This is an optimization exercise on Yosys and OpenROAD, whose aim is small area, a short achievable clock period and few clock cycles per item, not a production implementation.
In this exercise RTL edits were held to simulation tests only and were not proved equivalent to the original.

## flow/design.v (module list and top-level ports; edited modules follow where they fit)
// module srg_mul_cs: 1513 lines
// module srg_recip_cs: 600 lines
// module srg_fix: 267 lines
// module speed_ramp_generator_unit: 353 lines
module speed_ramp_generator_unit
#(
   parameter int TIME_SCALE = srg_pkg::TIME_SCALE_DEFAULT
) (
   input  wire logic                  clock,
   input  wire logic                  reset,
   input  wire logic                  req_tvalid,
   output logic                       req_tready,
   input  wire logic [63:0]           req_tdata,    
   input  wire logic [srg_pkg::CMD_W-1:0]      req_tuser,    
   output logic                       rsp_tvalid,
   input  wire logic                  rsp_tready,
   output logic [srg_pkg::DATA_W-1:0]          rsp_tdata,    
   output logic [3:0]                 rsp_tuser,    
   input  wire logic                  csr_psel,
   input  wire logic                  csr_penable,
   input  wire logic                  csr_pwrite,
   input  wire logic [srg_pkg::CSR_ADDR_W-1:0] csr_paddr,
   input  wire logic [srg_pkg::DATA_W-1:0]     csr_pwdata,
   output logic [srg_pkg::DATA_W-1:0]          csr_prdata,
   output logic                       csr_pready
);
  // ...
==> flow/run.sh <==
#!/bin/bash
# synth_recipe.tcl (not shown) runs the flow's synth.tcl, then flattens the netlist and writes it again
# the make line also repeats each setting of config.mk as NAME=value (left out here)
make -C /OpenROAD-flow-scripts/flow DESIGN_CONFIG=/design/flow/config.mk WORK_HOME=/design/flow/orfs CLKGATE_MAP_FILE= SYNTH_SCRIPT=/design/flow/synth_recipe.tcl finish
==> flow/config.mk <==
export PLATFORM = sky130hd
export DESIGN_NAME = speed_ramp_generator_unit
export DESIGN_NICKNAME = speed_ramp_generator_unit
export VERILOG_FILES = /design/flow/design.v
export SDC_FILE = /design/flow/constraint.sdc
export NUM_CORES = 4
export LEC_CHECK = 0
export CAP_MARGIN = 20
export CORE_MARGIN = 2
export CORE_UTILIZATION = 40
export SETUP_SLACK_MARGIN = 5
export SLEW_MARGIN = 20
==> flow/constraint.sdc <==
create_clock -name core_clock -period 12.0 [get_ports {clock}]
set_input_delay 2.4000 -clock core_clock [delete_from_list [all_inputs] [get_ports {clock}]]
set_output_delay 2.4000 -clock core_clock [all_outputs]
set_load 0.01 [all_outputs]
==> impl_metrics.py, run 1 <==
metrics = {
    "grt": {
        "grt_first_pass_wirelength_um": 377000,
        "busiest_layer": "met2",
    },
    "die": {
        "io_pins": 181,
    },
    "logic_synthesis": {
        "synth_area_leaders": "sky130_fd_sc_hd__fa_1, sky130_fd_sc_hd__edfxtp_1, sky130_fd_sc_hd__ha_1",
        "synth_top_area_share_pct": 20.4,
        "post_synth_inst_count": 8159,
        "synth_xor_area_share_pct": 9.83,
        "synthSimpleGateAreaFrac_pct": 10.5,
    },
    "setup_path": {
        "crit_path_end_kind": "output pin",
        "cpMostUsedCell": "sky130_fd_sc_hd__clkdlybuf4s50_1",
        "timing.setup.critical_path_class": "in2out",
        "worst_setup_path_endpoint": "csr_prdata[12]",
        "regToRegSetupSlack_ns": 5.22,
        "r2r_cells": 23,
        "crit_start": "csr_paddr[3]",
    },
    "final_layout": {
        "layout-drive-gt1-share_pct": 5.60,
        "clock_tree_area_fraction_pct": 3.24,
        "final_cell_mix": "sky130_fd_sc_hd__inv_1, sky130_fd_sc_hd__fa_1, sky130_fd_sc_hd__nand2_1",
        "largest_register": "s2_ms",
        "layout.cells.non_filler": 10500,
        "area_of_combinational_cells_with_multiple_inputs_mm2": 0.0526,
    },
    "route": {
        "ant_nets": 0,
        "via_count": 61000,
        "route.top_layer_used": "met5",
    },
    "sta": {
        "maximum_clock_frequency_ghz": 0.144,
        "final_worst_path_period_need_ns": 6.94,
    },
    "outcome": {
        "run_status": "finished clean",
    },
    "hold_path": {
        "worst_hold_startpoint": "s2_cmd[1]",
        "holdPathEnd": "s3_cmd[1]",
    },
}
Testbench counts, summed over its fixed seeds: cycles 11,407, items 9,924.
==> run 2, diff against run 1 <==
--- a/flow/config.mk
+++ b/flow/config.mk
@@ -7,6 +7,6 @@
 export LEC_CHECK = 0
 export CAP_MARGIN = 20
 export CORE_MARGIN = 2
-export CORE_UTILIZATION = 40
+export CORE_UTILIZATION = 60
 export SETUP_SLACK_MARGIN = 5
 export SLEW_MARGIN = 20
==> impl_metrics.py, run 2 <==
metrics = {
    "die": {
        "core_region_area_mm2": 0.122,
        "die_y_um": 354,
        "start_util_pct": 60.4,
        "io_pins": 181,
        "rows": 128,
        "die_area_mm2": 0.125,
        "horiz_die_dim_um": 354,
    },
    "logic_synthesis": {
        "syn_area_per_cell_um2": 9.00,
        "synth_top_area_share_pct": 20.4,
        "ys_top_cells_by_count": "sky130_fd_sc_hd__inv_1, sky130_fd_sc_hd__fa_1, sky130_fd_sc_hd__nand2_1, sky130_fd_sc_hd__a21oi_1, sky130_fd_sc_hd__ha_1",
        "synth_warnings": 1,
        "synth.net_count": 9557,
        "number_of_enable_type_register_cells_in_the_synthesized_netlist": 326,
        "count_of_unique_library_cells_instantiated_by_yosys": 106,
        "yosysTopAreaCell": "sky130_fd_sc_hd__fa_1",
        "ys.flop_type": "sky130_fd_sc_hd__edfxtp_1",
        "post_synth_inst_count": 8159,
        "netlist_area_mm2": 0.0734,
        "synthArstFlopShare_pct": 0,
        "synthMostInstantiatedCell": "sky130_fd_sc_hd__inv_1",
        "postSynthRegisterBits": 598,
        "synth_area_leaders": "sky130_fd_sc_hd__fa_1, sky130_fd_sc_hd__edfxtp_1, sky130_fd_sc_hd__ha_1",
        "synth-seq-area-share_pct": 20.8,
    },
    "sta": {
        "final-hold-violation-count": 0,
        "rsz0062_at_grt": "yes",
        "setup_viol_count_final": 0,
        "timing.slew.headroom_pct": 22.6,
        "maximum_clock_frequency_ghz": 0.143,
        "setup_total_negative_slack_ns": 0,
        "min_period_over_period_pct": 58.2,
        "report.final.slew_viol_count": 0,
        "worst-slew-pin-transition_ns": 1.16,
        "final_setup_skew_ns": 0.0464,
        "final_worst_path_period_need_ns": 6.98,
    },
    "final_layout": {
        "reg_top3": "s2_ms: 63 flops, s2_mc: 62 flops, s3_e1: 38 flops",
        "layout-drive-gt1-share_pct": 5.66,
        "final_cell_mix": "sky130_fd_sc_hd__inv_1, sky130_fd_sc_hd__fa_1, sky130_fd_sc_hd__nand2_1",
        "largest_reg_flops": 63,
        "layout.nets": 9487,
        "layout.cells.most_common": "sky130_fd_sc_hd__inv_1",
        "finish.utilization_pct": 65.4,
        "area_of_combinational_cells_with_multiple_inputs_mm2": 0.0526,
        "largest_register": "s2_ms",
        "layout_overhead_on_the_synthesized_area_pct": 8.34,
        "sequential_cell_area_mm2": 0.0152,
        "final.fill_count": 10100,
    },
    "setup_path": {
        "crit_arrival_ns": 4.58,
        "regToRegStartpoint": "s4_v",
        "worst_path_largest_cell_delay_ns": 0.64,
        "critical_path_required_ns": 9.60,
        "crit_path_cell_trace": "clkdlybuf4s50_1 > buf_8 > nor2b_4 > buf_6 > nand2_1 > o21ai_0 > clkdlybuf4s50_1",
        "critical-path-slowest-cell": "sky130_fd_sc_hd__clkdlybuf4s50_1",
        "cpMostUsedCell": "sky130_fd_sc_hd__clkdlybuf4s50_1",
        "critical_path.top_delay_family": "buffers and inverters",
        "crit_path_end_kind": "output pin",
        "critPathMaxFanout": 37,
        "crit_start": "csr_paddr[3]",
        "start_kind": "primary input",
        "timing.setup.critical_path_class": "in2out",
        "regToRegSetupSlack_ns": 5.19,
        "cp.buffers_inverters": 4,
    },
    "grt": {
        "grt_first_pass_wirelength_um": 363000,
        "initial_antenna_violation_count": 14,
        "largest_net_degree_at_the_start_of_global_routing": 120,
        "globalRouteTotalUtil_pct": 37.9,
        "grt_overflow": 0,
        "first_global_vias": 61000,
    },
    "placement": {
        "routability_cong": 0.991,
        "port-buffer-count": 177,
        "hpwl_after_detailed_placement_um": 175000,
    },
    "run": {
        "cap_viol_max_count": 0,
    },
    "route": {
        "totalWireLength_um": 241000,
        "drc": 0,
        "routedWlPerCell_um": 24.6,
        "vias_per_cell": 6.30,
        "via_count": 61600,
        "drt-initial-drc-count": 6163,
        "ant_nets": 0,
        "drt_pre_antenna_iters": 7,
    },
    "clocking": {
        "clock_tree.htree_level_count": 3,
        "cts_buffer_count": 75,
        "clock_sinks": 598,
        "tritoncts": "done",
        "worst_skew_pair.late_latency_ns": 0.71,
        "clock-root-buffer": "sky130_fd_sc_hd__clkbuf_16",
        "clkTransAtPathRegs_ns": 0.06,
        "ctsLongestPathBuffers": 3,
    },
    "hold_path": {
        "worst_hold_startpoint": "s3_cap",
        "worst_hold_path_type": "reg2reg",
    },
    "outcome": {
        "run_status": "finished clean",
    },
}
## run 2: changes by cell type in the layout (fill, tap and decap cells not counted), sizes merged
cell	previous run	this run
clkbuf	97	98
dlymetal6s2s	3	1
bufinv	6	3
clkdlybuf4s50	172	174
diode	5	6
clkinv	32	24
inv	1116	1119
buf	143	148
clkinvlp	2	7
## run 2: final timing paths
kind | to | depth (start not counted)
hold reg to reg | s4_cap | 0
setup reg to reg | dsel_ff[34] | 19
setup / recovery | csr_prdata[9] | 7
hold / removal | s4_cap | 0
## run 2: area by class of cell
cell class,instances,share of cell area [%]
Antenna cell,6,0.0189
Multi-Input combinational cell,5980,66.1
Inverter,1109,5.26
Tap cell,1625,2.56
Clock inverter,44,0.567
Clock buffer,96,2.68
Timing Repair Buffer,325,3.66
Sequential cell,598,19.2
## run 2: repair_timing
action	4_1_cts	5_1_grt
setup buffers	3	4
pin swaps	0	1
setup endpoints to repair	31	19
resized for setup	6	11
hold buffers	0	0
## run 2: stage by stage
step	hold WS, ns	cells	area, µm²	setup slack, ns
2_1_floorplan	0.400	8159	73400	5.72
6_report	0.416	9783	79500	5.02
4_1_cts	0.421	9772	79400	4.99
3_5_place_dp	0.408	9629	76800	4.54
3_3_place_gp	0.401	9629	76800	4.54
5_1_grt	0.431	9778	79500	4.95
## run 2: logic make-up after synthesis
| group | count (synthesis) | share of synthesized area [%] |
|---|---|---|
| XOR/XNOR | 824 | 9.83 |
| AND/OR/NAND/NOR | 1651 | 10.5 |
| buffers and inverters | 1581 | 8.16 |
| other | 1 | 0.00511 |
| AO/OA/AOI/OAI | 1980 | 17.9 |
| flip-flops | 598 | 20.8 |
| multiplexers | 236 | 3.28 |
| adder cells (fa/ha/maj) | 1288 | 29.6 |
## run 2: layer usage
layer	share of wire [%]	vias to the layer above	GRT usage (%)
met5	0.022	-	0
met4	5.6	8	18.7
met3	11	795	10.1
met2	44	3329	58.7
met1	39	29900	49.2
li1	-	27500	-
==> module speed_ramp_generator_unit, before the edit <==
module speed_ramp_generator_unit
#(
   parameter int TIME_SCALE = srg_pkg::TIME_SCALE_DEFAULT
) (
   input  wire logic                  clock,
   input  wire logic                  reset,
   input  wire logic                  req_tvalid,
   output logic                       req_tready,
   input  wire logic [63:0]           req_tdata,    
   input  wire logic [srg_pkg::CMD_W-1:0]      req_tuser,    
   output logic                       rsp_tvalid,
   input  wire logic                  rsp_tready,
   output logic [srg_pkg::DATA_W-1:0]          rsp_tdata,    
   output logic [3:0]                 rsp_tuser,    
   input  wire logic                  csr_psel,
   input  wire logic                  csr_penable,
   input  wire logic                  csr_pwrite,
   input  wire logic [srg_pkg::CSR_ADDR_W-1:0] csr_paddr,
   input  wire logic [srg_pkg::DATA_W-1:0]     csr_pwdata,
   output logic [srg_pkg::DATA_W-1:0]          csr_prdata,
   output logic                       csr_pready
);
   localparam logic [1:0] F_IDLE = 2'd0;
   localparam logic [1:0] F_SC   = 2'd1;    
   localparam logic [1:0] F_END  = 2'd2;
   localparam logic [1:0] F_BRK  = 2'd3;
   localparam logic [62:0] CAP_LIM = 63'(64'd1000000 << 33);
   localparam logic [33:0] RECIP = 34'd9007199254;
   logic [DATA_W-1:0] ramp_rate_ff, brake_rate_ff, tolerance_ff;
   logic [1:0]        fmode_ff;
   logic [DATA_W-1:0] start_time_ff;
   logic              stall, hazard, accept, pend;
   logic [2:0]        cmd_in;
   logic [DATA_W-1:0] ts_in, ns_in, elapsed_raw;
   logic              f_apply;
   logic              s1_v, s2_v, s3_v, s4_v;
   logic              s1_risky, s2_risky, s3_risky, s4_risky;   
   logic [2:0]        s1_cmd, s2_cmd, s3_cmd, s4_cmd;
   logic              s1_late, s2_late, s3_late, s4_late;
   logic              s1_brk;
   logic [30:0]       s1_x;           
   logic              s1_x31, s2_x31, s3_x31;  
   logic [62:0]       s2_ms, s2_mc;   
   logic [37:0]       s3_e0, s3_e1;   
   logic [30:0]       s3_plo;         
   logic              s3_cap, s4_cap;
   logic [33:0]       s4_q;           
   logic [1:0]        s4_fix;         
   logic [MODE_W-1:0] mode_ff;
   logic [DATA_W-1:0] speed_ff, start_speed_ff, goal_ff;
   logic              te_ff;
   logic              rsp_valid_ff;
   logic [MODE_W-1:0] mode_in;
   logic [DATA_W-1:0] speed_in, start_speed_in, goal_in;
   logic              te_in, commit, done;
   assign stall      = rsp_valid_ff && !rsp_tready;
   assign cmd_in     = req_tuser;
   assign ts_in      = req_tdata[31:0];
   assign ns_in      = req_tdata[63:32];
   assign pend       = (s1_v && s1_risky) || (s2_v && s2_risky) || (s3_v && s3_risky) ||
                       (s4_v && s4_risky);
   assign hazard     = (cmd_in == CMD_BEGIN) && fmode_ff[1] && pend;
   assign req_tready = !stall && !hazard;
   assign accept     = req_tvalid && req_tready;
   assign elapsed_raw = ts_in - start_time_ff;
   always_comb begin
      unique case (cmd_in)
         CMD_BEGIN:                    f_apply = (fmode_ff == F_IDLE);
         CMD_END, CMD_BRAKE, CMD_GOAL: f_apply = (fmode_ff == F_SC);
         default:                      f_apply = 1'b0;
      endcase
   end
   always_ff @(posedge clock) begin
      if (reset) begin
         fmode_ff      <= F_IDLE;
         start_time_ff <= '0;
      end else begin
         if (accept && f_apply) begin
            start_time_ff <= ts_in;
            unique case (cmd_in)
               CMD_END:   fmode_ff <= F_END;
               CMD_BRAKE: fmode_ff <= F_BRK;
               default:   fmode_ff <= F_SC;
            endcase
         end else if (commit && (s4_cmd == CMD_UPDATE) && done &&
                      ((mode_ff == MODE_ENDING) || (mode_ff == MODE_BRAKE))) begin
            fmode_ff <= F_IDLE;
         end
      end
   end
   always_ff @(posedge clock) begin
      if (reset) begin
         s1_v <= 1'b0;
         s2_v <= 1'b0;
         s3_v <= 1'b0;
         s4_v <= 1'b0;
      end else if (!stall) begin
         s1_v <= accept;
         s2_v <= s1_v;
         s3_v <= s2_v;
         s4_v <= s3_v;
      end
   end
   always_ff @(posedge clock) begin
      if (!stall) begin
         s1_cmd   <= cmd_in;
         s1_risky <= (cmd_in == CMD_UPDATE) && fmode_ff[1];
         s1_late  <= elapsed_raw[DATA_W-1];
         s1_brk   <= (fmode_ff == F_BRK);
         s1_x31   <= ns_in[31];
         if (cmd_in == CMD_GOAL) begin
            s1_x <= ns_in[30:0];
         end else begin
            s1_x <= elapsed_raw[DATA_W-1] ? '0 : elapsed_raw[ELAPSED_W-1:0];
         end
      end
   end
   logic [DATA_W-1:0] rate_op;
   logic [62:0]       ms, mc;
   always_comb begin
      if (s1_cmd == CMD_GOAL) begin
         rate_op = 32'd1;
      end else begin
         rate_op = s1_brk ? brake_rate_ff : ramp_rate_ff;
      end
   end
   srg_mul_cs u_mul (
      .a(rate_op),
      .b(s1_x),
      .s(ms),
      .c(mc)
   );
   always_ff @(posedge clock) begin
      if (!stall) begin
         s2_cmd   <= s1_cmd;
         s2_risky <= s1_risky;
         s2_late  <= s1_late;
         s2_x31   <= s1_x31;
         s2_ms    <= ms;
         s2_mc    <= mc;
      end
   end
   logic [62:0] prod;
   logic [37:0] e0, e1;
   assign prod = s2_ms + s2_mc;
   srg_recip_cs u_recip (
      .p(prod[52:19]),
      .s(e0),
      .c(e1)
   );
   always_ff @(posedge clock) begin
      if (!stall) begin
         s3_cmd   <= s2_cmd;
         s3_risky <= s2_risky;
         s3_late  <= s2_late;
         s3_x31   <= s2_x31;
         s3_cap   <= (prod[62:39] >= 24'd15625);
         s3_plo   <= prod[30:0];
         s3_e0    <= e0;
         s3_e1    <= e1;
      end
   end
   logic [37:0] est;
   logic [1:0]  fix;
   assign est = s3_e0 + s3_e1;
   srg_fix u_fix (
      .e0 (s3_e0[19:0]),
      .e1 (s3_e1[19:0]),
      .plo(s3_plo[21:6]),
      .fix(fix)
   );
   always_ff @(posedge clock) begin
      if (!stall) begin
         s4_cmd   <= s3_cmd;
         s4_risky <= s3_risky;
         s4_late  <= s3_late;
         s4_cap   <= s3_cap;
         s4_fix   <= fix;
         s4_q     <= (s3_cmd == CMD_GOAL) ? {2'b00, s3_x31, s3_plo} : est[37:4];
         s4_setss <= s3_setss;
         s4_slope <= s3_slope;
      end
   end
   logic [MODE_W-1:0] m4n;
   logic              m4n_sc, s3_setss, s3_slope, s4_setss, s4_slope;
   always_comb begin
      m4n = mode_ff;
      if (s4_v) begin
         unique case (s4_cmd)
            CMD_BEGIN: if (mode_ff == MODE_IDLE) m4n = MODE_SLOPE;
            CMD_END:   if ((mode_ff == MODE_SLOPE) || (mode_ff == MODE_CONSTANT)) m4n = MODE_ENDING;
            CMD_BRAKE: if ((mode_ff == MODE_SLOPE) || (mode_ff == MODE_CONSTANT)) m4n = MODE_BRAKE;
            CMD_GOAL:  if ((mode_ff == MODE_SLOPE) || (mode_ff == MODE_CONSTANT)) m4n = MODE_SLOPE;
            default: begin
            end
         endcase
      end
      m4n_sc = (m4n == MODE_SLOPE) || (m4n == MODE_CONSTANT);
      unique case (s3_cmd)
         CMD_BEGIN: begin
            s3_setss = (m4n == MODE_IDLE);
            s3_slope = (m4n == MODE_IDLE) || (m4n == MODE_SLOPE);
         end
         CMD_END, CMD_BRAKE: begin
            s3_setss = m4n_sc;
            s3_slope = 1'b0;
         end
         CMD_GOAL: begin
            s3_setss = m4n_sc;
            s3_slope = m4n_sc;
         end
         default: begin
            s3_setss = 1'b0;
            s3_slope = (m4n == MODE_SLOPE);
         end
      endcase
   end
   logic [33:0] step;
   logic [DATA_W-1:0] v_up, v_dn;
   logic [35:0] dsel_ff, d_up_n, d_dn_n, d_sl_n, dsel_n;
   logic        up_ff, ramp, up_n, slope_n;
   logic [DATA_W-1:0] ss_n, g_n;
   assign ss_n    = (s4_v && s4_setss) ? speed_ff : start_speed_ff;
   assign g_n     = (s4_v && (s4_cmd == CMD_GOAL)) ? s4_q[DATA_W-1:0] : goal_ff;
   assign slope_n = s4_v ? s4_slope : (mode_ff == MODE_SLOPE);
   assign up_n   = g_n > ss_n;
   assign d_up_n = 36'(g_n) + {4'hF, ~ss_n} + {4'hF, ~tolerance_ff} + 36'd2;
   assign d_dn_n = 36'(ss_n) + {4'hF, ~g_n} + {4'hF, ~tolerance_ff} + 36'd2;
   assign d_sl_n = up_n ? d_up_n : d_dn_n;
   assign dsel_n = slope_n ? d_sl_n : (36'(ss_n) - 36'(tolerance_ff));
   always_ff @(posedge clock) begin
      dsel_ff <= dsel_n;
      up_ff   <= up_n;
   end
   logic [35:0] x;
   logic        x_pos, x_big;
   assign ramp   = !dsel_ff[35] && (dsel_ff != 36'd0);
   assign step   = s4_cap ? 34'h2_0000_0000 : (s4_q + {{32{s4_fix[1] & s4_fix[0]}}, s4_fix});
   assign x      = 36'(s4_q) - dsel_ff;
   assign x_pos  = !x[35] && (x[34:0] != 35'd0);       
   assign x_big  = !x[35] && (x[34:1] != 34'd0);       
   always_comb begin
      unique case (s4_fix)
         2'b11:   done = x_big;                        
         2'b00:   done = x_pos;                        
         2'b01:   done = !x[35];                       
         default: done = !x[35] || (x == '1);          
      endcase
      done = done || s4_cap;                           
   end
   assign v_up   = start_speed_ff + step[DATA_W-1:0];
   assign v_dn   = start_speed_ff - step[DATA_W-1:0];
   assign commit = s4_v && !stall;
   always_comb begin
      mode_in        = mode_ff;
      speed_in       = speed_ff;
      start_speed_in = start_speed_ff;
      goal_in        = goal_ff;
      te_in          = 1'b0;
      unique case (s4_cmd)
         CMD_UPDATE: begin
            if (mode_ff == MODE_SLOPE) begin
               te_in = s4_late;
               if (ramp && !done) begin
                  speed_in = up_ff ? v_up : v_dn;
               end else begin
                  speed_in = goal_ff;
                  mode_in  = MODE_CONSTANT;
               end
            end else if ((mode_ff == MODE_ENDING) || (mode_ff == MODE_BRAKE)) begin
               te_in = s4_late;
               if (done) begin
                  speed_in = '0;
                  mode_in  = MODE_IDLE;
               end else begin
                  speed_in = v_dn;
               end
            end
         end
         CMD_BEGIN: begin
            if (mode_ff == MODE_IDLE) begin
               mode_in        = MODE_SLOPE;
               start_speed_in = speed_ff;
            end
         end
         CMD_END, CMD_BRAKE: begin
            if ((mode_ff == MODE_SLOPE) || (mode_ff == MODE_CONSTANT)) begin
               mode_in        = (s4_cmd == CMD_END) ? MODE_ENDING : MODE_BRAKE;
               start_speed_in = speed_ff;
            end
         end
         CMD_GOAL: begin
            goal_in = s4_q[DATA_W-1:0];
            if ((mode_ff == MODE_SLOPE) || (mode_ff == MODE_CONSTANT)) begin
               mode_in        = MODE_SLOPE;
               start_speed_in = speed_ff;
            end
         end
         default: begin
         end
      endcase
   end
   always_ff @(posedge clock) begin
      if (reset) begin
         mode_ff        <= MODE_IDLE;
         speed_ff       <= '0;
         start_speed_ff <= '0;
         goal_ff        <= '0;
         te_ff          <= 1'b0;
         rsp_valid_ff   <= 1'b0;
      end else begin
         if (commit) begin
            mode_ff        <= mode_in;
            speed_ff       <= speed_in;
            start_speed_ff <= start_speed_in;
            goal_ff        <= goal_in;
            te_ff          <= te_in;
            rsp_valid_ff   <= 1'b1;
         end else if (rsp_tready) begin
            rsp_valid_ff <= 1'b0;
         end
      end
   end
   assign rsp_tvalid = rsp_valid_ff;
   assign rsp_tdata  = speed_ff;
   assign rsp_tuser  = {te_ff, mode_ff};
   logic              csr_write;
   assign csr_pready = 1'b1;
   assign csr_write  = csr_psel && csr_penable && csr_pwrite;
   always_ff @(posedge clock) begin
      if (reset) begin
         ramp_rate_ff  <= '0;
         brake_rate_ff <= '0;
         tolerance_ff  <= '0;
      end else if (csr_write) begin
         unique case (csr_paddr[3:2])
            REG_RAMP_RATE:  ramp_rate_ff  <= csr_pwdata;
            REG_BRAKE_RATE: brake_rate_ff <= csr_pwdata;
            REG_TOLERANCE:  tolerance_ff  <= csr_pwdata;
            default: begin
            end
         endcase
      end
   end
   always_comb begin
      unique case (csr_paddr[3:2])
         REG_RAMP_RATE:  csr_prdata = ramp_rate_ff;
         REG_BRAKE_RATE: csr_prdata = brake_rate_ff;
         REG_TOLERANCE:  csr_prdata = tolerance_ff;
         default:        csr_prdata = '0;
      endcase
   end
endmodule
==> run 3, diff against run 2 <==
--- a/flow/design.v
+++ b/flow/design.v
@@ -2448,6 +2448,9 @@
    logic [2:0]        cmd_in;
    logic [DATA_W-1:0] ts_in, ns_in, elapsed_raw;
    logic              f_apply;
+   logic              pb_ff, resolve, pb_apply;
+   logic [DATA_W-1:0] pbts_ff, st_eff;
+   logic [1:0]        fm_eff;
    logic              s1_v, s2_v, s3_v, s4_v;
    logic              s1_risky, s2_risky, s3_risky, s4_risky;   
    logic [2:0]        s1_cmd, s2_cmd, s3_cmd, s4_cmd;
@@ -2474,14 +2477,18 @@
    assign ns_in      = req_tdata[63:32];
    assign pend       = (s1_v && s1_risky) || (s2_v && s2_risky) || (s3_v && s3_risky) ||
                        (s4_v && s4_risky);
-   assign hazard     = (cmd_in == CMD_BEGIN) && fmode_ff[1] && pend;
+   assign hazard     = pb_ff && pend;
+   assign resolve    = pb_ff && !pend;
+   assign pb_apply   = resolve && (fmode_ff == F_IDLE);
+   assign fm_eff     = pb_apply ? F_SC : fmode_ff;
+   assign st_eff     = pb_apply ? pbts_ff : start_time_ff;
    assign req_tready = !stall && !hazard;
    assign accept     = req_tvalid && req_tready;
-   assign elapsed_raw = ts_in - start_time_ff;
+   assign elapsed_raw = ts_in - st_eff;
    always_comb begin
       unique case (cmd_in)
-         CMD_BEGIN:                    f_apply = (fmode_ff == F_IDLE);
-         CMD_END, CMD_BRAKE, CMD_GOAL: f_apply = (fmode_ff == F_SC);
+         CMD_BEGIN:                    f_apply = (fm_eff == F_IDLE);
+         CMD_END, CMD_BRAKE, CMD_GOAL: f_apply = (fm_eff == F_SC);
          default:                      f_apply = 1'b0;
       endcase
    end
@@ -2489,18 +2496,35 @@
       if (reset) begin
          fmode_ff      <= F_IDLE;
          start_time_ff <= '0;
+         pb_ff         <= 1'b0;
       end else begin
-         if (accept && f_apply) begin
-            start_time_ff <= ts_in;
+         if (commit && (s4_cmd == CMD_UPDATE) && done &&
+             ((mode_ff == MODE_ENDING) || (mode_ff == MODE_BRAKE))) begin
+            fmode_ff <= F_IDLE;
+         end else if (accept && f_apply) begin
             unique case (cmd_in)
                CMD_END:   fmode_ff <= F_END;
                CMD_BRAKE: fmode_ff <= F_BRK;
                default:   fmode_ff <= F_SC;
             endcase
-         end else if (commit && (s4_cmd == CMD_UPDATE) && done &&
-                      ((mode_ff == MODE_ENDING) || (mode_ff == MODE_BRAKE))) begin
-            fmode_ff <= F_IDLE;
+         end else begin
+            fmode_ff <= fm_eff;
          end
+         if (accept && f_apply) begin
+            start_time_ff <= ts_in;
+         end else begin
+            start_time_ff <= st_eff;
+         end
+         if (accept && (cmd_in == CMD_BEGIN) && fm_eff[1] && pend) begin
+            pb_ff <= 1'b1;
+         end else if (resolve) begin
+            pb_ff <= 1'b0;
+         end
+      end
+   end
+   always_ff @(posedge clock) begin
+      if (accept) begin
+         pbts_ff <= ts_in;
       end
    end
    always_ff @(posedge clock) begin
@@ -2519,9 +2543,9 @@
    always_ff @(posedge clock) begin
       if (!stall) begin
          s1_cmd   <= cmd_in;
-         s1_risky <= (cmd_in == CMD_UPDATE) && fmode_ff[1];
+         s1_risky <= (cmd_in == CMD_UPDATE) && fm_eff[1];
          s1_late  <= elapsed_raw[DATA_W-1];
-         s1_brk   <= (fmode_ff == F_BRK);
+         s1_brk   <= (fm_eff == F_BRK);
          s1_x31   <= ns_in[31];
          if (cmd_in == CMD_GOAL) begin
             s1_x <= ns_in[30:0];
@@ -2607,6 +2631,10 @@
             CMD_BRAKE: if ((mode_ff == MODE_SLOPE) || (mode_ff == MODE_CONSTANT)) m4n = MODE_BRAKE;
             CMD_GOAL:  if ((mode_ff == MODE_SLOPE) || (mode_ff == MODE_CONSTANT)) m4n = MODE_SLOPE;
             default: begin
+               if ((s4_cmd == CMD_UPDATE) && done &&
+                   ((mode_ff == MODE_ENDING) || (mode_ff == MODE_BRAKE))) begin
+                  m4n = MODE_IDLE;
+               end
             end
          endcase
       end
@@ -2630,7 +2658,7 @@
          end
       endcase
    end
-   logic [33:0] step;
+   logic [DATA_W-1:0] fix_w;
    logic [DATA_W-1:0] v_up, v_dn;
    logic [35:0] dsel_ff, d_up_n, d_dn_n, d_sl_n, dsel_n;
    logic        up_ff, ramp, up_n, slope_n;
@@ -2650,7 +2678,6 @@
    logic [35:0] x;
    logic        x_pos, x_big;
    assign ramp   = !dsel_ff[35] && (dsel_ff != 36'd0);
-   assign step   = s4_cap ? 34'h2_0000_0000 : (s4_q + {{32{s4_fix[1] & s4_fix[0]}}, s4_fix});
    assign x      = 36'(s4_q) - dsel_ff;
    assign x_pos  = !x[35] && (x[34:0] != 35'd0);       
    assign x_big  = !x[35] && (x[34:1] != 34'd0);       
@@ -2663,8 +2690,9 @@
       endcase
       done = done || s4_cap;                           
    end
-   assign v_up   = start_speed_ff + step[DATA_W-1:0];
-   assign v_dn   = start_speed_ff - step[DATA_W-1:0];
+   assign fix_w  = {{30{s4_fix[1] & s4_fix[0]}}, s4_fix};
+   assign v_up   = start_speed_ff + s4_q[DATA_W-1:0] + fix_w;
+   assign v_dn   = start_speed_ff + ~s4_q[DATA_W-1:0] + ~fix_w + 32'd2;
    assign commit = s4_v && !stall;
    always_comb begin
       mode_in        = mode_ff;
==> flow/flow/run.sh (new file) <==
#!/bin/bash
set -euo pipefail
bash standard.sh SETUP_SLACK_MARGIN=6 finish > flow_make.log 2>&1
==> flow/standard.sh (new file) <==
#!/bin/bash
# synth_recipe.tcl (not shown) runs the flow's synth.tcl, then flattens the netlist and writes it again
# the make line also repeats each setting of config.mk as NAME=value (left out here)
make -C /OpenROAD-flow-scripts/flow DESIGN_CONFIG=/design/flow/config.mk WORK_HOME=/design/flow/orfs CLKGATE_MAP_FILE= SYNTH_SCRIPT=/design/flow/synth_recipe.tcl "${@:-finish}"
--- a/flow/config.mk
+++ b/flow/config.mk
@@ -7,6 +7,5 @@
 export LEC_CHECK = 0
 export CAP_MARGIN = 20
 export CORE_MARGIN = 2
-export CORE_UTILIZATION = 60
-export SETUP_SLACK_MARGIN = 5
+export CORE_UTILIZATION = 40
 export SLEW_MARGIN = 20
removed: flow/run.sh
==> impl_metrics.py, run 3 <==
metrics = {
    "placement": {
        "dpl-instance-area_mm2": 0.0775,
        "routability_cong": 0.948,
        "hpwl_after_detailed_placement_um": 180000,
        "port-buffer-count": 177,
        "worst_setup_slack_post_dpl_ns": 4.43,
    },
    "logic_synthesis": {
        "synth-seq-area-share_pct": 22.2,
        "count_of_unique_library_cells_instantiated_by_yosys": 90,
        "synthMostInstantiatedCell": "sky130_fd_sc_hd__inv_1",
        "postSynthRegisterBits": 631,
        "ys_top_cells_by_count": "sky130_fd_sc_hd__inv_1, sky130_fd_sc_hd__fa_1, sky130_fd_sc_hd__nand2_1, sky130_fd_sc_hd__ha_1, sky130_fd_sc_hd__a22oi_1",
        "ys.flop_type": "sky130_fd_sc_hd__edfxtp_1",
        "yosysTopAreaCell": "sky130_fd_sc_hd__fa_1",
        "synthArstFlopShare_pct": 0,
        "post_synth_inst_count": 7836,
        "synth_warnings": 1,
        "number_of_enable_type_register_cells_in_the_synthesized_netlist": 358,
        "synth.net_count": 9263,
        "synth_top_area_share_pct": 22.2,
        "syn_area_per_cell_um2": 9.30,
        "synth_area_leaders": "sky130_fd_sc_hd__fa_1, sky130_fd_sc_hd__edfxtp_1, sky130_fd_sc_hd__ha_1",
        "netlist_area_mm2": 0.0729,
    },
    "final_layout": {
        "postLayoutCellArea_mm2": 0.0819,
        "layout.nets": 9319,
        "largest_register": "s2_ms",
        "final.fill_count": 17200,
        "layout.cells.most_common": "sky130_fd_sc_hd__inv_1",
        "reg_top3": "s2_ms: 63 flops, s2_mc: 62 flops, s3_e1: 38 flops",
        "final_cell_mix": "sky130_fd_sc_hd__inv_1, sky130_fd_sc_hd__fa_1, sky130_fd_sc_hd__nand2_1",
        "sequential_cell_area_mm2": 0.0162,
        "layout-drive-gt1-share_pct": 8.65,
        "layout_overhead_on_the_synthesized_area_pct": 12.3,
        "largest_reg_flops": 63,
        "area_of_combinational_cells_with_multiple_inputs_mm2": 0.0525,
    },
    "setup_path": {
        "critPathMaxFanout": 10,
        "cp.buffers_inverters": 5,
        "regToRegStartpoint": "s2_ms[0]",
        "worst_path_largest_cell_delay_ns": 0.24,
        "regToRegSetupSlack_ns": 6.11,
        "critical_path.top_delay_family": "buffers and inverters",
        "critical_path_required_ns": 9.60,
        "crit_path_end_kind": "output pin",
        "crit_path_cell_trace": "clkdlybuf4s15_2 > buf_12 > nor2b_4 > buf_4 > buf_12 > nand2_1 > o21ai_0 > buf_2",
        "timing.setup.critical_path_class": "in2out",
        "critical-path-slowest-cell": "sky130_fd_sc_hd__clkdlybuf4s15_2",
        "cpMostUsedCell": "sky130_fd_sc_hd__buf_12",
        "r2r_cells": 21,
        "crit_arrival_ns": 3.64,
        "start_kind": "primary input",
        "regToRegEndpoint": "s3_e0[6]",
    },
    "sta": {
        "final.hold.worst_slack_ns": 0.420,
        "setup_viol_count_final": 0,
        "setup_total_negative_slack_ns": 0,
        "report.final.slew_viol_count": 0,
        "final-hold-violation-count": 0,
        "rsz0062_at_grt": "yes",
        "final_setup_skew_ns": 0.0324,
        "final_critical_path_setup_slack_ns": 5.96,
        "timing.slew.headroom_pct": 27.6,
        "maximum_clock_frequency_ghz": 0.165,
        "min_period_over_period_pct": 50.4,
        "final_worst_path_period_need_ns": 6.04,
        "worst-slew-pin-transition_ns": 1.09,
    },
    "outcome": {
        "run_status": "finished clean",
    },
    "die": {
        "rows": 156,
        "die_area_mm2": 0.186,
        "core_region_area_mm2": 0.181,
        "start_util_pct": 40.3,
        "io_pins": 181,
        "horiz_die_dim_um": 431,
        "die_y_um": 431,
    },
    "grt": {
        "globalRouteTotalUtil_pct": 26.3,
        "grt_overflow": 0,
        "first_global_vias": 60600,
        "initial_antenna_violation_count": 4,
        "grt_first_pass_wirelength_um": 372000,
        "largest_net_degree_at_the_start_of_global_routing": 90,
    },
    "clocking": {
        "clock_sinks": 631,
        "tritoncts": "done",
        "clock_tree.htree_level_count": 3,
        "clock-root-buffer": "sky130_fd_sc_hd__clkbuf_16",
        "cts_buffer_count": 78,
        "ctsLongestPathBuffers": 3,
        "clkTransAtPathRegs_ns": 0.06,
        "worst_skew_pair.late_latency_ns": 0.72,
    },
    "run": {
        "cap_viol_max_count": 0,
    },
    "route": {
        "vias_per_cell": 5.78,
        "drt_pre_antenna_iters": 6,
        "via_count": 59700,
        "ant_nets": 0,
        "totalWireLength_um": 249000,
        "drt-initial-drc-count": 5173,
        "routedWlPerCell_um": 24.1,
        "drc": 0,
    },
    "hold_path": {
        "worst_hold_path_type": "reg2reg",
        "hold_depth": 0,
        "holdPathEnd": "s3_cmd[1]",
        "worst_hold_startpoint": "s2_cmd[1]",
    },
}
==> run 3: changes by cell type after synthesis, sizes merged, moves of 32 or more <==
cell | previous run | this run
a21oi | 550 | 466
xnor2 | 373 | 331
nor2 | 434 | 356
fa | 747 | 807
a211oi | 58 | 93
edfxtp | 326 | 358
==> run 3: layout make-up <==
type                    count  area share [%]
clock inverters            48           0.643
repair buffers            398            4.27
well taps                2370            3.62
clock buffers              98            2.52
diodes                      2         0.00611
flip-flops and latches    631            19.8
inverters                1094            5.05
multi-input cells        5689            64.1
==> run 3: what timing repair did <==
item | CTS | global route
gates resized for setup | 232 | 156
cloned | 2 | 2
setup endpoints to repair | 205 | 158
hold buffers | 0 | 0
pin swaps | 27 | 52
buffers inserted | 37 | 42
==> run 3: routing by layer <==
metal / wire length, µm / part of all wire (%) / global-route usage (%)
met5: 19 / 0.0076 / 0.0520
met4: 12800 / 5.2 / 11.7
met3: 17600 / 7.1 / 4.15
met2: 119000 / 48 / 44.3
met1: 99100 / 40 / 33.1
==> run 3: through the flow <==
stage	utilization (%)	instances
after floorplan	-	7836
after global placement	42.8	10100
after detailed placement	42.8	10100
after CTS	44.8	10300
after global routing	45.3	10300
final	45.3	10300
==> run 3: cell families after synthesis <==
kind of cell               Yosys count  share of synthesized area, %
buffers and inverters             1517                          7.84
and+or+nand+nor                   1495                          9.50
other                                1                       0.00514
AOI/OAI and AO/OA                 1896                          17.3
DFF                                631                          22.2
xor gates and xnor gates           751                          9.02
muxes                              228                          3.14
adders and majority gates         1317                          30.9
==> run 3: worst max-delay path by stage <==
stage	cells after the start	startpoint	endpoint
2_1_floorplan	8	rsp_tready	start_speed_ff[2]
3_3_place_gp	7	csr_paddr[3]	csr_prdata[15]
3_5_place_dp	7	csr_paddr[3]	csr_prdata[15]
4_1_cts	19	req_tdata[0]	s1_x[30]
5_1_grt	25	s3_e1[0]	s4_fix[0]
6_report	8	csr_paddr[3]	csr_prdata[16]
Testbench counts of run 3, summed over its fixed seeds: cycles 11,058, items 9,924.
==> run 4, diff against run 3 <==
--- a/flow/design.v
+++ b/flow/design.v
@@ -2455,7 +2455,7 @@
    logic              s1_risky, s2_risky, s3_risky, s4_risky;   
    logic [2:0]        s1_cmd, s2_cmd, s3_cmd, s4_cmd;
    logic              s1_late, s2_late, s3_late, s4_late;
-   logic              s1_brk;
+   logic              s1_brk, s1_zero;
    logic [30:0]       s1_x;           
    logic              s1_x31, s2_x31, s3_x31;  
    logic [62:0]       s2_ms, s2_mc;   
@@ -2545,12 +2545,13 @@
          s1_cmd   <= cmd_in;
          s1_risky <= (cmd_in == CMD_UPDATE) && fm_eff[1];
          s1_late  <= elapsed_raw[DATA_W-1];
+         s1_zero  <= elapsed_raw[DATA_W-1] && (cmd_in != CMD_GOAL);
          s1_brk   <= (fm_eff == F_BRK);
          s1_x31   <= ns_in[31];
          if (cmd_in == CMD_GOAL) begin
             s1_x <= ns_in[30:0];
          end else begin
-            s1_x <= elapsed_raw[DATA_W-1] ? '0 : elapsed_raw[ELAPSED_W-1:0];
+            s1_x <= elapsed_raw[ELAPSED_W-1:0];    
          end
       end
    end
@@ -2565,7 +2566,7 @@
    end
    srg_mul_cs u_mul (
       .a(rate_op),
-      .b(s1_x),
+      .b(s1_x & ~{31{s1_zero}}),
       .s(ms),
       .c(mc)
    );
@@ -2617,11 +2618,12 @@
          s4_fix   <= fix;
          s4_q     <= (s3_cmd == CMD_GOAL) ? {2'b00, s3_x31, s3_plo} : est[37:4];
          s4_setss <= s3_setss;
+         s4_goal  <= (s3_cmd == CMD_GOAL);
          s4_slope <= s3_slope;
       end
    end
    logic [MODE_W-1:0] m4n;
-   logic              m4n_sc, s3_setss, s3_slope, s4_setss, s4_slope;
+   logic              m4n_sc, s3_setss, s3_slope, s4_setss, s4_slope, s4_goal;
    always_comb begin
       m4n = mode_ff;
       if (s4_v) begin
@@ -2660,17 +2662,18 @@
    end
    logic [DATA_W-1:0] fix_w;
    logic [DATA_W-1:0] v_up, v_dn;
-   logic [35:0] dsel_ff, d_up_n, d_dn_n, d_sl_n, dsel_n;
+   logic [35:0] dsel_ff, dsel_n, d_up_n, d_dn_n;
+   logic [DATA_W-1:0] d_b;
    logic        up_ff, ramp, up_n, slope_n;
    logic [DATA_W-1:0] ss_n, g_n;
    assign ss_n    = (s4_v && s4_setss) ? speed_ff : start_speed_ff;
-   assign g_n     = (s4_v && (s4_cmd == CMD_GOAL)) ? s4_q[DATA_W-1:0] : goal_ff;
+   assign g_n     = (s4_v && s4_goal) ? s4_q[DATA_W-1:0] : goal_ff;
    assign slope_n = s4_v ? s4_slope : (mode_ff == MODE_SLOPE);
    assign up_n   = g_n > ss_n;
+   assign d_b    = slope_n ? g_n : '0;
    assign d_up_n = 36'(g_n) + {4'hF, ~ss_n} + {4'hF, ~tolerance_ff} + 36'd2;
-   assign d_dn_n = 36'(ss_n) + {4'hF, ~g_n} + {4'hF, ~tolerance_ff} + 36'd2;
-   assign d_sl_n = up_n ? d_up_n : d_dn_n;
-   assign dsel_n = slope_n ? d_sl_n : (36'(ss_n) - 36'(tolerance_ff));
+   assign d_dn_n = 36'(ss_n) + {4'hF, ~d_b} + {4'hF, ~tolerance_ff} + 36'd2;
+   assign dsel_n = (slope_n && up_n) ? d_up_n : d_dn_n;
    always_ff @(posedge clock) begin
       dsel_ff <= dsel_n;
       up_ff   <= up_n;
==> impl_metrics.py, run 4 <==
metrics = {
    "hold_path": {
        "worst_hold_path_type": "reg2reg",
        "hold_depth": 0,
    },
    "route": {
        "vias_per_cell": 5.72,
        "ant_nets": 0,
        "drt-initial-drc-count": 5044,
        "via_count": 58500,
        "routedWlPerCell_um": 23.4,
        "drt_pre_antenna_iters": 6,
        "drc": 0,
        "totalWireLength_um": 240000,
    },
    "sta": {
        "rsz0062_at_grt": "yes",
        "setup_viol_count_final": 0,
        "final_worst_path_period_need_ns": 5.97,
        "maximum_clock_frequency_ghz": 0.167,
        "final_setup_skew_ns": 0.0320,
        "setup_total_negative_slack_ns": 0,
        "report.final.slew_viol_count": 0,
        "final-hold-violation-count": 0,
        "min_period_over_period_pct": 49.8,
        "worst-slew-pin-transition_ns": 1.11,
        "timing.slew.headroom_pct": 25.7,
    },
    "setup_path": {
        "critical_path.top_delay_family": "buffers and inverters",
        "critical_path_required_ns": 9.60,
        "regToRegSetupSlack_ns": 6.14,
        "start_kind": "primary input",
        "critical_path_depth": 9,
        "critPathMaxFanout": 16,
        "crit_path_end_kind": "output pin",
        "worst_path_largest_cell_delay_ns": 0.18,
        "critical-path-slowest-cell": "sky130_fd_sc_hd__buf_2",
        "cp.buffers_inverters": 6,
        "crit_arrival_ns": 3.57,
        "timing.setup.critical_path_class": "in2out",
        "cpMostUsedCell": "sky130_fd_sc_hd__buf_12",
        "crit_path_cell_trace": "buf_2 > buf_12 > nor2b_4 > buf_12 > buf_12 > buf_16 > nand2_1 > o21ai_0 > buf_2",
        "r2r_cells": 19,
    },
    "outcome": {
        "run_status": "finished clean",
    },
    "clocking": {
        "ctsLongestPathBuffers": 3,
        "clock-root-buffer": "sky130_fd_sc_hd__clkbuf_16",
        "cts_buffer_count": 76,
        "clkTransAtPathRegs_ns": 0.06,
        "clock_tree.htree_level_count": 3,
        "cts_hold_repair.buffers": 0,
        "tritoncts": "done",
        "worst_skew_pair.late_latency_ns": 0.70,
        "clock_sinks": 633,
    },
    "grt": {
        "grt_overflow": 0,
        "first_global_vias": 59900,
        "initial_antenna_violation_count": 2,
        "grt_first_pass_wirelength_um": 364000,
        "largest_net_degree_at_the_start_of_global_routing": 136,
        "globalRouteTotalUtil_pct": 26.1,
    },
    "final_layout": {
        "layout_overhead_on_the_synthesized_area_pct": 11.9,
        "layout.cells.most_common": "sky130_fd_sc_hd__inv_1",
        "layout-drive-gt1-share_pct": 8.57,
        "largest_reg_flops": 63,
        "area_of_combinational_cells_with_multiple_inputs_mm2": 0.0508,
        "final_cell_mix": "sky130_fd_sc_hd__inv_1, sky130_fd_sc_hd__fa_1, sky130_fd_sc_hd__nand2_1",
        "final.fill_count": 16900,
        "reg_top3": "s2_ms: 63 flops, s2_mc: 62 flops, s3_e1: 38 flops",
        "layout.nets": 9177,
        "sequential_cell_area_mm2": 0.0163,
        "largest_register": "s2_ms",
    },
    "logic_synthesis": {
        "number_of_enable_type_register_cells_in_the_synthesized_netlist": 360,
        "syn_area_per_cell_um2": 9.21,
        "synth_top_area_share_pct": 21.7,
        "synth_area_leaders": "sky130_fd_sc_hd__fa_1, sky130_fd_sc_hd__edfxtp_1, sky130_fd_sc_hd__ha_1",
        "postSynthRegisterBits": 633,
        "ys.flop_type": "sky130_fd_sc_hd__edfxtp_1",
        "ys_top_cells_by_count": "sky130_fd_sc_hd__inv_1, sky130_fd_sc_hd__fa_1, sky130_fd_sc_hd__nand2_1, sky130_fd_sc_hd__a21oi_1, sky130_fd_sc_hd__ha_1",
        "post_synth_inst_count": 7784,
        "netlist_area_mm2": 0.0717,
        "yosysTopAreaCell": "sky130_fd_sc_hd__fa_1",
        "synthArstFlopShare_pct": 0,
        "synth.net_count": 9147,
        "synth_warnings": 1,
        "synthMostInstantiatedCell": "sky130_fd_sc_hd__inv_1",
        "count_of_unique_library_cells_instantiated_by_yosys": 99,
        "synth-seq-area-share_pct": 22.7,
    },
    "placement": {
        "hpwl_after_detailed_placement_um": 169000,
        "port-buffer-count": 177,
        "routability_cong": 0.942,
    },
    "die": {
        "start_util_pct": 40.2,
        "horiz_die_dim_um": 427,
        "rows": 155,
        "io_pins": 181,
        "die_area_mm2": 0.183,
        "die_y_um": 427,
        "core_region_area_mm2": 0.178,
    },
    "run": {
        "cap_viol_max_count": 0,
    },
}
## run 4: changes by cell type after synthesis, moves of 31 or more
| cell | previous run | this run |
|---|---|---|
| sky130_fd_sc_hd__mux2i_1 | 223 | 189 |
| sky130_fd_sc_hd__ha_1 | 510 | 477 |
| sky130_fd_sc_hd__nor2b_1 | 68 | 106 |
| sky130_fd_sc_hd__fa_1 | 807 | 776 |
| sky130_fd_sc_hd__mux2_2 | 5 | 51 |
| sky130_fd_sc_hd__nor2_1 | 355 | 415 |
## run 4: layout make-up
type                            count  share of cell area [%]
Sequential cell                   633                    20.3
Clock inverter                     41                   0.507
Timing Repair Buffer              383                    4.34
Inverter                         1116                    5.28
Clock buffer                       99                    2.63
Multi-Input combinational cell   5604                    63.3
Tap cell                         2355                    3.67
Antenna cell                        1                 0.00312
## run 4: final timing paths
check / from / endpoint
max: csr_paddr[2] / csr_prdata[3]
min: s2_cmd[2] / s3_cmd[2]
max reg2reg: s2_ms[3] / s3_e0[2]
min reg2reg: s2_cmd[2] / s3_cmd[2]
## run 4: cell families (layout without fill, tap and decap cells)
family                     count (synthesis)  in the layout  share of synthesized area (%)
xor gates and xnor gates                 767            767                           9.37
buffers and inverters                   1549           1639                           8.15
other                                      1              2                        0.00523
AOI/OAI and AO/OA                       1772           1772                           16.3
and+or+nand+nor                         1569           1571                           10.1
adders and majority gates               1253           1253                           30.0
muxes                                    240            240                           3.44
DFF                                      633            633                           22.7
## run 4: per-stage QoR
| step | worst slack (ns) | utilization, % | hold WS (ns) | std cells | instance area [µm²] |
|---|---|---|---|---|---|
| 5_1_grt | 5.93 | 45.0 | 0.422 | 10200 | 80300 |
| 6_report | 6.03 | 45.0 | 0.417 | 10200 | 80300 |
| 3_3_place_gp | 4.84 | 42.7 | 0.405 | 10000 | 76000 |
| 4_1_cts | 5.97 | 44.6 | 0.415 | 10200 | 79500 |
| 2_1_floorplan | 3.60 | - | 0.400 | 7784 | 71800 |
| 3_5_place_dp | 4.83 | 42.7 | 0.407 | 10000 | 76000 |
## run 4: layer usage
| layer | vias up | global-route usage, % | routed length [µm] |
|---|---|---|---|
| met1 | 29000 | 33.5 | 98300 |
| met5 | - | 0 | 13 |
| met3 | 735 | 4.16 | 17100 |
| met4 | 2 | 13.0 | 13900 |
| met2 | 2573 | 42.7 | 111000 |
| li1 | 26300 | - | - |
## run 4: repair_timing
item                                    4_1_cts  5_1_grt
pin swaps                                    37       34
resized for setup                           252       98
buffers inserted                             46       35
cloned                                        2        5
endpoints found under the setup margin      165      217
Testbench counts of run 4, summed over its fixed seeds: cycles 11,058, items 9,924.

port drivers added, routing unchanged:
The results above use ideal ports. As a check the final layouts listed here were re-extracted and re-timed, cells and wires unchanged.
Step 1 assumes that a clkbuf_16 drives the clock port and a buf_2 every other input.
Step 2, shift: input delay + t, output delay - t, t = (earliest + latest rising clock arrival at the registers) / 2. This alone moves slack from input paths to output paths.
a / b / c = ideal / step 1 / step 2; a / b = the first two.
| run | shift t [ns] | setup WS [ns] | worst data-port slew with drivers (ns) |
|---|---|---|---|
| run 1 | 0.790 | 5.057 / 5.033 / 5.033 | 0.10 |
| run 2 | 0.770 | 5.015 / 4.992 / 4.992 | 0.11 |
| run 3 | 0.791 | 5.958 / 5.926 / 5.364 | 0.11 |
| run 4 | 0.770 | 6.029 / 6.010 / 5.433 | 0.12 |
After both steps every run listed still meets setup and hold. For run 4, which loses most, drivers alone change the setup slack by -0.019 ns; drivers and shift together by -0.596 ns.
